Background: an optimization exercise with open tools, aiming at small area and few clock cycles per item. Do not read the settings as production practice.
In this exercise RTL edits were held to simulation tests only and were not proved equivalent to the original.
Power figures rest on the tool's default switching activity, not on a simulated workload.

===== flow/config.mk =====
export PLATFORM = sky130hd
export DESIGN_NAME = pixel_feeder
export DESIGN_NICKNAME = pixel_feeder
export VERILOG_FILES = /design/flow/design.v
export SDC_FILE = /design/flow/constraint.sdc
export NUM_CORES = 4
export LEC_CHECK = 0
export CAP_MARGIN = 20
export CORE_MARGIN = 2
export CORE_UTILIZATION = 40
export SLEW_MARGIN = 20

===== flow/run.sh =====
#!/bin/bash
# synth_recipe.tcl (not shown) runs the flow's synth.tcl, then flattens the netlist and writes it again
# the make line also repeats each setting of config.mk as NAME=value (left out here)
make -C /OpenROAD-flow-scripts/flow DESIGN_CONFIG=/design/flow/config.mk WORK_HOME=/design/flow/orfs CLKGATE_MAP_FILE= SYNTH_SCRIPT=/design/flow/synth_recipe.tcl finish

===== flow/constraint.sdc =====
create_clock -name core_clock -period 6.0 [get_ports {cpu_clk_g}]
set_input_delay 1.2000 -clock core_clock [delete_from_list [all_inputs] [get_ports {cpu_clk_g}]]
set_output_delay 1.2000 -clock core_clock [all_outputs]
set_load 0.01 [all_outputs]

===== flow/design.v =====
`default_nettype none
package mem_pkg;
    typedef logic [127:0] mem_line_t;
    typedef logic [30:0] mem_addr_t;
    typedef logic [5:0] line_count_t;
endpackage
`default_nettype wire
`default_nettype none
package video_pkg;
    typedef logic [31:0] pixel_word_t;
    typedef logic [23:0] pixel_t;
    typedef logic [15:0] frame_count_t;
    typedef logic [3:0] reg_addr_t;
    localparam reg_addr_t REG_BASE   = 4'h0;
    localparam reg_addr_t REG_CTRL   = 4'h4;
    localparam reg_addr_t REG_STATUS = 4'h8;
    localparam reg_addr_t REG_FCOUNT = 4'hC;
endpackage
`default_nettype wire
`timescale 1ns/1ps
`default_nettype none
module sync_fifo #(
    parameter int  WIDTH     = 32,
    parameter int  DEPTH     = 16
) (
    input  wire logic     cpu_clk_g,
    input  wire logic     rst,
    input  wire logic     wr_en,
    input  wire logic [WIDTH-1:0] din,
    input  wire logic     rd_en,
    output logic [WIDTH-1:0] dout,
    output logic          full,
    output logic          empty,
    output logic [$clog2(DEPTH+1)-1:0] count
);
    localparam int AW = $clog2(DEPTH);
    logic [WIDTH-1:0] mem [DEPTH];
    logic [AW-1:0]   wr_ptr;
    logic [AW-1:0]   rd_ptr;
    logic            do_wr;
    logic            do_rd;
    assign do_wr = wr_en & ~full;
    assign do_rd = rd_en & ~empty;
    assign dout  = mem[rd_ptr];
    assign full  = (count == DEPTH[$clog2(DEPTH+1)-1:0]);
    assign empty = (count == '0);
    always_ff @(posedge cpu_clk_g) begin
        if (do_wr)
            mem[wr_ptr] <= din;
    end
    always_ff @(posedge cpu_clk_g) begin
        if (rst) begin
            wr_ptr <= '0;
            rd_ptr <= '0;
            count  <= '0;
        end else begin
            if (do_wr)
                wr_ptr <= wr_ptr + 1'b1;
            if (do_rd)
                rd_ptr <= rd_ptr + 1'b1;
            if (do_wr && !do_rd)
                count <= count + 1'b1;
            else if (do_rd && !do_wr)
                count <= count - 1'b1;
        end
    end
endmodule
`default_nettype wire
`timescale 1ns/1ps
`default_nettype none
module feeder_regs (
    input  wire logic      cpu_clk_g,
    input  wire logic      rst,
    input  wire video_pkg::reg_addr_t awaddr,
    input  wire logic      awvalid,
    output logic           awready,
    input  wire logic [31:0] wdata,
    input  wire logic [3:0]  wstrb,
    input  wire logic      wvalid,
    output logic           wready,
    output logic [1:0]     bresp,
    output logic           bvalid,
    input  wire logic      bready,
    input  wire video_pkg::reg_addr_t araddr,
    input  wire logic      arvalid,
    output logic           arready,
    output logic [31:0]    rdata,
    output logic [1:0]     rresp,
    output logic           rvalid,
    input  wire logic      rready,
    input  wire logic      frame_wrap,
    output mem_pkg::mem_addr_t      frame_base,
    output logic           scan_enable,
    output logic           irq
);
    logic [31:0]  base_reg;
    logic         irq_en;
    logic         frame_done;
    video_pkg::frame_count_t frame_count;
    logic         wr_accept;
    logic         rd_accept;
    logic [31:0]  rd_mux;
    assign wr_accept = awvalid & wvalid & ~bvalid;
    assign awready   = wr_accept;
    assign wready    = wr_accept;
    assign rd_accept = arvalid & ~rvalid;
    assign arready   = rd_accept;
    assign bresp = 2'b00;
    assign rresp = 2'b00;
    assign frame_base = base_reg[31-1:0];
    assign irq        = frame_done & irq_en;
    always_ff @(posedge cpu_clk_g) begin
        if (rst) begin
            base_reg    <= '0;
            scan_enable <= 1'b0;
            irq_en      <= 1'b0;
            frame_done  <= 1'b0;
            frame_count <= '0;
            bvalid      <= 1'b0;
            rvalid      <= 1'b0;
        end else begin
            if (wr_accept && awaddr == video_pkg::REG_BASE) begin
                for (int i = 0; i < 4; i++) begin
                    if (wstrb[i])
                        base_reg[8*i +: 8] <= wdata[8*i +: 8];
                end
            end
            if (wr_accept && awaddr == video_pkg::REG_CTRL && wstrb[0]) begin
                scan_enable <= wdata[0];
                irq_en      <= wdata[1];
            end
            if (frame_wrap)
                frame_done <= 1'b1;
            else if (wr_accept && awaddr == video_pkg::REG_STATUS && wstrb[0] && wdata[0])
                frame_done <= 1'b0;
            if (frame_wrap)
                frame_count <= frame_count + 1'b1;
            if (wr_accept)
                bvalid <= 1'b1;
            else if (bready)
                bvalid <= 1'b0;
            if (rd_accept)
                rvalid <= 1'b1;
            else if (rready)
                rvalid <= 1'b0;
        end
    end
    always_comb begin
        case (araddr)
            video_pkg::REG_BASE:   rd_mux = base_reg;
            video_pkg::REG_CTRL:   rd_mux = {30'b0, irq_en, scan_enable};
            video_pkg::REG_STATUS: rd_mux = {31'b0, frame_done};
            video_pkg::REG_FCOUNT: rd_mux = {16'b0, frame_count};
            default:    rd_mux = '0;
        endcase
    end
    always_ff @(posedge cpu_clk_g) begin
        if (rd_accept)
            rdata <= rd_mux;
    end
endmodule
`default_nettype wire
`timescale 1ns/1ps
`default_nettype none
module line_request_gen (
    input  wire logic        cpu_clk_g,
    input  wire logic        rst,
    input  wire logic        scan_enable,
    input  wire mem_pkg::mem_addr_t   frame_base,
    input  wire logic        req_ready,
    input  wire logic        rd_valid,
    input  wire mem_pkg::line_count_t lines_buffered,
    input  wire logic        line_pop,
    output logic             req_valid,
    output mem_pkg::mem_addr_t        req_addr,
    output logic             frame_wrap
);
    localparam int X_W  = $clog2(32);
    localparam int Y_W  = $clog2(4);
    localparam int CW   = 6 + 1;
    localparam int BW   = $clog2(8 + 1);
    typedef enum logic {IDLE, ISSUE} state_t;
    state_t           state;
    logic [X_W-1:0]   x;
    logic [Y_W-1:0]   y;
    mem_pkg::mem_addr_t        active_base;
    mem_pkg::mem_addr_t        pix_index;
    mem_pkg::line_count_t      outstanding;
    logic [BW-1:0]    burst_left;
    logic [CW-1:0]    credit_sum;
    logic             credit_ok;
    logic             req_fire;
    logic             last_x;
    logic             last_y;
    assign req_valid = (state == ISSUE);
    assign req_fire  = req_valid & req_ready;
    assign last_x = (x == X_W'(32 - 4));
    assign last_y = (y == Y_W'(4 - 1));
    assign frame_wrap = req_fire & last_x & last_y;
    assign pix_index = 31'(y) * 31'(32) + 31'(x);
    assign req_addr  = active_base + (pix_index << 2);
    assign credit_sum = CW'(lines_buffered) - CW'(line_pop) + CW'(outstanding)
                      + CW'(8);
    assign credit_ok  = (credit_sum <= CW'(32));
    always_ff @(posedge cpu_clk_g) begin
        if (rst) begin
            state       <= IDLE;
            burst_left  <= '0;
            x           <= '0;
            y           <= '0;
            active_base <= '0;
            outstanding <= '0;
        end else begin
            case (state)
                IDLE: begin
                    if (scan_enable && credit_ok) begin
                        state      <= ISSUE;
                        burst_left <= BW'(8);
                    end
                end
                ISSUE: begin
                    if (req_fire) begin
                        burst_left <= burst_left - 1'b1;
                        if (burst_left == BW'(1))
                            state <= IDLE;
                    end
                end
                default: state <= IDLE;
            endcase
            if (req_fire) begin
                if (last_x) begin
                    x <= '0;
                    y <= last_y ? '0 : y + 1'b1;
                end else begin
                    x <= x + X_W'(4);
                end
            end
            if (frame_wrap || (!scan_enable && state == IDLE))
                active_base <= frame_base;
            case ({req_fire, rd_valid})
                2'b10:   outstanding <= outstanding + 1'b1;
                2'b01:   outstanding <= outstanding - 1'b1;
                default: outstanding <= outstanding;
            endcase
        end
    end
endmodule
`default_nettype wire
`timescale 1ns/1ps
`default_nettype none
module line_unpacker (
    input  wire logic      cpu_clk_g,
    input  wire logic      rst,
    input  wire mem_pkg::mem_line_t line,
    input  wire logic      line_empty,
    input  wire logic      pix_full,
    output logic           line_pop,
    output logic           pix_wr_en,
    output video_pkg::pixel_word_t    pix_word
);
    logic [1:0] lane;
    assign pix_wr_en = ~line_empty & ~pix_full;
    assign pix_word = (line[lane*32 +: 32]);
    assign line_pop = pix_wr_en & (lane == 2'd3);
    always_ff @(posedge cpu_clk_g) begin
        if (rst) begin
            lane <= 2'd0;
        end else if (pix_wr_en) begin
            lane <= lane + 2'd1;
        end
    end
endmodule
`default_nettype wire
`timescale 1ns/1ps
`default_nettype none
module pixel_feeder (
    input  wire logic        cpu_clk_g,
    input  wire logic        rst,
    input  wire video_pkg::reg_addr_t   awaddr,
    input  wire logic        awvalid,
    output logic             awready,
    input  wire logic [31:0] wdata,
    input  wire logic [3:0]  wstrb,
    input  wire logic        wvalid,
    output logic             wready,
    output logic [1:0]       bresp,
    output logic             bvalid,
    input  wire logic        bready,
    input  wire video_pkg::reg_addr_t   araddr,
    input  wire logic        arvalid,
    output logic             arready,
    output logic [31:0]      rdata,
    output logic [1:0]       rresp,
    output logic             rvalid,
    input  wire logic        rready,
    output logic             req_valid,
    input  wire logic        req_ready,
    output mem_pkg::mem_addr_t        req_addr,
    input  wire logic        rd_valid,
    input  wire mem_pkg::mem_line_t   rd_data,
    output video_pkg::pixel_t           video,
    output logic             video_valid,
    input  wire logic        video_ready,
    output logic             irq
);
    mem_pkg::mem_addr_t   frame_base;
    logic        scan_enable;
    logic        frame_wrap;
    mem_pkg::mem_line_t   line_head;
    logic        line_empty;
    logic        line_pop;
    mem_pkg::line_count_t lines_buffered;
    logic        pix_wr_en;
    video_pkg::pixel_word_t pix_word;
    video_pkg::pixel_word_t pix_head;
    logic        pix_full;
    logic        pix_empty;
    assign video_valid = ~pix_empty;
    assign video       = (pix_head[23:0]);
    feeder_regs regs_i (
        .cpu_clk_g (cpu_clk_g),   .rst (rst),
        .awaddr (awaddr), .awvalid (awvalid), .awready (awready),
        .wdata (wdata), .wstrb (wstrb), .wvalid (wvalid), .wready (wready),
        .bresp (bresp), .bvalid (bvalid), .bready (bready),
        .araddr (araddr), .arvalid (arvalid), .arready (arready),
        .rdata (rdata), .rresp (rresp), .rvalid (rvalid), .rready (rready),
        .frame_wrap (frame_wrap), .frame_base (frame_base),
        .scan_enable (scan_enable), .irq (irq)
    );
    line_request_gen req_gen_i (
        .cpu_clk_g (cpu_clk_g), .rst (rst),
        .scan_enable (scan_enable), .frame_base (frame_base),
        .req_ready (req_ready), .rd_valid (rd_valid),
        .lines_buffered (lines_buffered), .line_pop (line_pop),
        .req_valid (req_valid), .req_addr (req_addr), .frame_wrap (frame_wrap)
    );
    sync_fifo #(.WIDTH (128), .DEPTH (32)) line_fifo_i (
        .cpu_clk_g (cpu_clk_g), .rst (rst),
        .wr_en (rd_valid), .din (rd_data), .rd_en (line_pop),
        .dout (line_head), .full (), .empty (line_empty), .count (lines_buffered)
    );
    line_unpacker unpacker_i (
        .cpu_clk_g (cpu_clk_g), .rst (rst),
        .line (line_head), .line_empty (line_empty), .pix_full (pix_full),
        .line_pop (line_pop), .pix_wr_en (pix_wr_en), .pix_word (pix_word)
    );
    sync_fifo #(.WIDTH (32), .DEPTH (16)) pixel_fifo_i (
        .cpu_clk_g (cpu_clk_g), .rst (rst),
        .wr_en (pix_wr_en), .din (pix_word), .rd_en (video_valid & video_ready),
        .dout (pix_head), .full (pix_full), .empty (pix_empty), .count ()
    );
endmodule
`default_nettype wire

==> Flow_metrics.wiki <==
{| class="wikitable"
! Metric !! Value
|-
| Post-detailed-route wirelength per cell || between 30 and 40 um
|-
| Clock latency on the worst-skew pair || roughly 950 ps
|-
| Number of antenna violations at the first check in global routing || 58
|-
| Number of remaining DRC errors || 0
|-
| CP required || 4800 ps
|-
| Power spent charging and discharging nets || 13.9 mW
|-
| Die area || 0.352 sq mm
|-
| Number of nets in the final layout || 7433
|-
| Via count of the first global-routing pass || 69700
|-
| Number of clock buffers inserted by TritonCTS || 360
|-
| Residual overflow from global routing || 0
|-
| Internal cell power || 43.9 mW
|-
| Quantity of gates resized following cts || 0
|-
| Setup repair after global routing missed its margin || false
|-
| Area of the mapped netlist || 0.139 sq mm
|-
| Post-CTS Setup Bufs || 0
|-
| Detailed-router iteration count before antenna repair || 5
|-
| DRC marker count from the first detailed-route iteration || 7544
|-
| Worst r2r path cells || 17
|-
| Last element of the critical path || video[6]
|-
| Proportion of power drawn by combinational gates || 0.115
|-
| Distinct cell type count after synthesis || 54
|-
| Largest driver fanout on the critical path || 36
|-
| Maximum clock rate || 198 MHz
|-
| Sinks on the clock net || approximately 3600
|-
| Final Routed Wirelength || between 300 and 400 mm
|-
| Areal power density over the cells || ~360 mW/mm^2
|-
| Worst clock skew on the final layout || 69.1 ps
|-
| Startpoint-to-endpoint class of the critical path || register to output pin
|-
| Reg2Reg Launch Point || line_fifo_i.count[1]
|-
| Synthesized instance count || 6749
|-
| Post-synth EDFFs || 3488
|-
| Path class of the lowest-slack min-delay path || register to register
|-
| Avg Inst Size Synth || between 20 and 25 sq um
|-
| # Max-Cap Violations || 0
|-
| Number of flip-flops in the largest register || 3072
|-
| Hold bufs inserted after CTS || 0
|-
| Clock share of power || 0.376
|-
| Port Buf Inserts || 244
|-
| Peak VDD IR || 0.277 mV
|-
| H-tree levels || 5
|-
| Post-synth ARST share || 0
|-
| Maximum number of pins on one net before global-route repair || 97
|-
| Final Max Slew Viols || 0
|-
| Post-synthesis register bit count || 3628
|-
| GRT Resource Usage Total || 0.205
|-
| Clk root buf || sky130_fd_sc_hd__clkbuf_16
|-
| Standard-cell row count || 216
|-
| Post-detail-place hpwl || 194 mm
|-
| Die width || roughly 590 um
|-
| Global-route wire length before repair || ~510 mm
|-
| Reg-to-reg endpoint || req_gen_i.burst_left[2]
|-
| Remaining antenna violation count after routing || 0
|-
| Number of buffers on the longest clock path || 4
|-
| Area of the core region || ~0.35 sq mm
|-
| Leakage || 48.5 nW
|-
| Final hold violation count || 0
|-
| Period utilisation layout || 0.843
|-
| Clock-pin slew on the worst setup and hold paths || 60 ps
|-
| Worst hold-check slack || ~460 ps
|-
| Data arrival time of the critical path || 3860 ps
|-
| Routed vias || 69400
|-
| Outcome || finished clean
|-
| Slew margin rel. || 0.240
|-
| FF+latch area || 0.108 sq mm
|-
| Area added between synthesis and finish || 14.8%
|-
| CP startpoint kind || register
|-
| Effective utilization at floorplan || 0.401
|-
| Post-route total power || 57.8 mW
|-
| Fraction of power consumed by sequential logic || 0.509
|-
| Final Wtd Congestion || 0.776
|-
| Time the worst path needs with I/O delays and setup || 5060 ps
|-
| Fraction of final layout cells with drive strength greater than 1 || 0.207
|-
| Count of filler cells inserted in the layout || 28600
|-
| I/O pin total || 281
|-
| Reg-to-reg setup timing slack || 2050 ps
|-
| Vias/cell || 5.75
|-
| Primary FF master, synth || sky130_fd_sc_hd__edfxtp_1
|-
| Slew at the pin closest to its max-slew limit || 1140 ps
|-
| Warnings from Yosys || 5
|-
| Register area share after synthesis || 0.775
|-
| Final Setup Violations || 0
|-
| Share of total power consumed by net switching || 0.240
|-
| Vertical die dimension || 593 um
|-
| Register name with the most flops || line_fifo_i.mem
|-
| Area taken by multi-input logic gates || 0.0296 sq mm
|-
| Worst setup EP type || output pin
|-
| TritonCTS clock tree || done
|-
| Top Registers || line_fifo_i.mem x3072, pixel_fifo_i.mem x384
|}
-- metrics by stage --
stage / instance area, sq um / TNS [ps] / setup WS (ps) / std cells / util
4_1_cts: 159000 / 0 / 790 / 12100 / 0.461
2_1_floorplan: 139000 / -1170080 / -447 / 6752 / -
5_1_grt: 159000 / 0 / 709 / 12100 / 0.461
3_5_place_dp: 148000 / 0 / 1220 / 11400 / 0.429
6_report: 159000 / 0 / 943 / 12100 / 0.461
3_3_place_gp: 148000 / 0 / 1280 / 11400 / 0.428
-- Yosys cell counts, drive strengths merged (4+ instances only) --
library cell | number | area (sq um)
o22ai | 192 | 1200
xor2 | 38 | 333
nor2 | 145 | 547
a21oi | 95 | 475
ha | 51 | 638
nand3b | 7 | 52.6
a21o | 5 | 37.5
nand3 | 76 | 380
and3 | 5 | 31.3
mux4 | 697 | 15700
nor4 | 30 | 188
nor2b | 4 | 25.0
a211oi | 173 | 1300
nor3 | 43 | 220
edfxtp | 3488 | 105000
nand2b | 7 | 43.8
dfxtp | 140 | 2800
a22oi | 206 | 1550
nand4 | 13 | 81.3
o21ai | 10 | 50.1
fa | 5 | 100
and2 | 21 | 131
clkbuf | 178 | 669
mux2i | 392 | 3920
xnor2 | 33 | 289
or3b | 5 | 43.8
inv | 44 | 165
or3 | 6 | 37.5
buf | 207 | 1230
nand2 | 406 | 1520
-- how the worst min path moves through the flow --
| stage | from | to | cells after the start |
|---|---|---|---|
| after CTS | req_gen_i.active_base[0] | req_gen_i.active_base[0] | 2 |
| after global routing | req_gen_i.active_base[2] | req_gen_i.active_base[2] | 2 |
| after floorplan | regs_i.base_reg[31] | regs_i.base_reg[31] | 2 |
| after global placement | regs_i.base_reg[31] | regs_i.base_reg[31] | 2 |
| final | req_gen_i.active_base[3] | req_gen_i.active_base[3] | 2 |
| after detailed placement | req_gen_i.active_base[3] | req_gen_i.active_base[3] | 2 |
-- worst max-delay path, cell delays in order, from the launching register on --
cell	delay [ps]
sky130_fd_sc_hd__dfxtp_4	830
sky130_fd_sc_hd__buf_4	470
sky130_fd_sc_hd__mux4_2	560
sky130_fd_sc_hd__mux4_2	530
sky130_fd_sc_hd__clkdlybuf4s50_1	510
-- layout make-up --
type	instances	share of cell area
sequential	3628	0.675
multi-input combinational	2695	0.186
clock buffer	442	0.0593
tap	4578	0.0360
timing repair buffer	466	0.0309
clock inverter	208	0.0116
inverter	44	0.00104
antenna	14	0.000220
-- cells in the final DEF (no fill, tap or decap), types with 95 or more instances in the layout --
cell	count
sky130_fd_sc_hd__a211oi_1	173
sky130_fd_sc_hd__a21oi_1	95
sky130_fd_sc_hd__a22oi_1	206
sky130_fd_sc_hd__buf_4	143
sky130_fd_sc_hd__clkbuf_16	366
sky130_fd_sc_hd__clkdlybuf4s50_1	207
sky130_fd_sc_hd__dfxtp_1	135
sky130_fd_sc_hd__edfxtp_1	3488
sky130_fd_sc_hd__mux2i_1	392
sky130_fd_sc_hd__mux4_2	697
sky130_fd_sc_hd__nand2_1	405
sky130_fd_sc_hd__nor2_1	98
sky130_fd_sc_hd__o22ai_1	192
-- power by group through the flow --
stage                     combinational (mW)  clock [mW]  sequential (mW)
after floorplan                         3.79           0             29.8
after global placement                  6.61           0             29.9
after detailed placement                6.72           0             30.0
after CTS                               6.74        22.1             29.4
after global routing                    7.16        23.0             29.5
final                                   6.64        21.7             29.4
-- metal layers --
layer | track usage | part of all wire | vias to the layer above
li1 | - | - | 28800
met2 | 0.343 | 0.49 | 2748
met1 | 0.276 | 0.41 | 37300
met4 | 0.0560 | 0.027 | 20
met5 | 0 | 0.00035 | -
met3 | 0.0345 | 0.074 | 591
-- kinds of logic (layout without fill, tap and decap cells) --
group | count (synthesis) | count (layout) | share of synthesized area
DFF | 3628 | 3628 | 0.775
and+or+nand+nor | 778 | 778 | 0.0244
other | 1 | 18 | 0.0000270
buffers and inverters | 429 | 1160 | 0.0149
xor gates and xnor gates | 71 | 71 | 0.00448
adders and majority gates | 56 | 56 | 0.00532
muxes | 1089 | 1089 | 0.141
AOI/OAI and AO/OA | 697 | 697 | 0.0342
Testbench counts, summed over its fixed seeds: cycles 8,376, pixels 8,192.

[re-timing with driven ports]
How much do the figures lean on ideal ports? The routed layout below was timed once more, with nothing changed but the port constraints.
Step 1: set_driving_cell puts a clkbuf_16 on cpu_clk_g and a buf_2 on each other input, an assumption about the parent block.
Step 2 moves the port delays by t, midway between the first and last clock arrival at a register: inputs arrive t later, outputs are due t later. That takes back most of the time a late clock gives input paths.
a / b / c = ideal ports / drivers / drivers and shift; a / b = the first two.
t, ns: 1.030
setup WS [ns]: 0.943 / 0.832 / 1.122
worst data-port slew with drivers (ns): 0.30
After both steps setup and hold are still met in this run. The setup slack of this run moves by -0.111 ns with the drivers and by +0.179 ns with both steps.
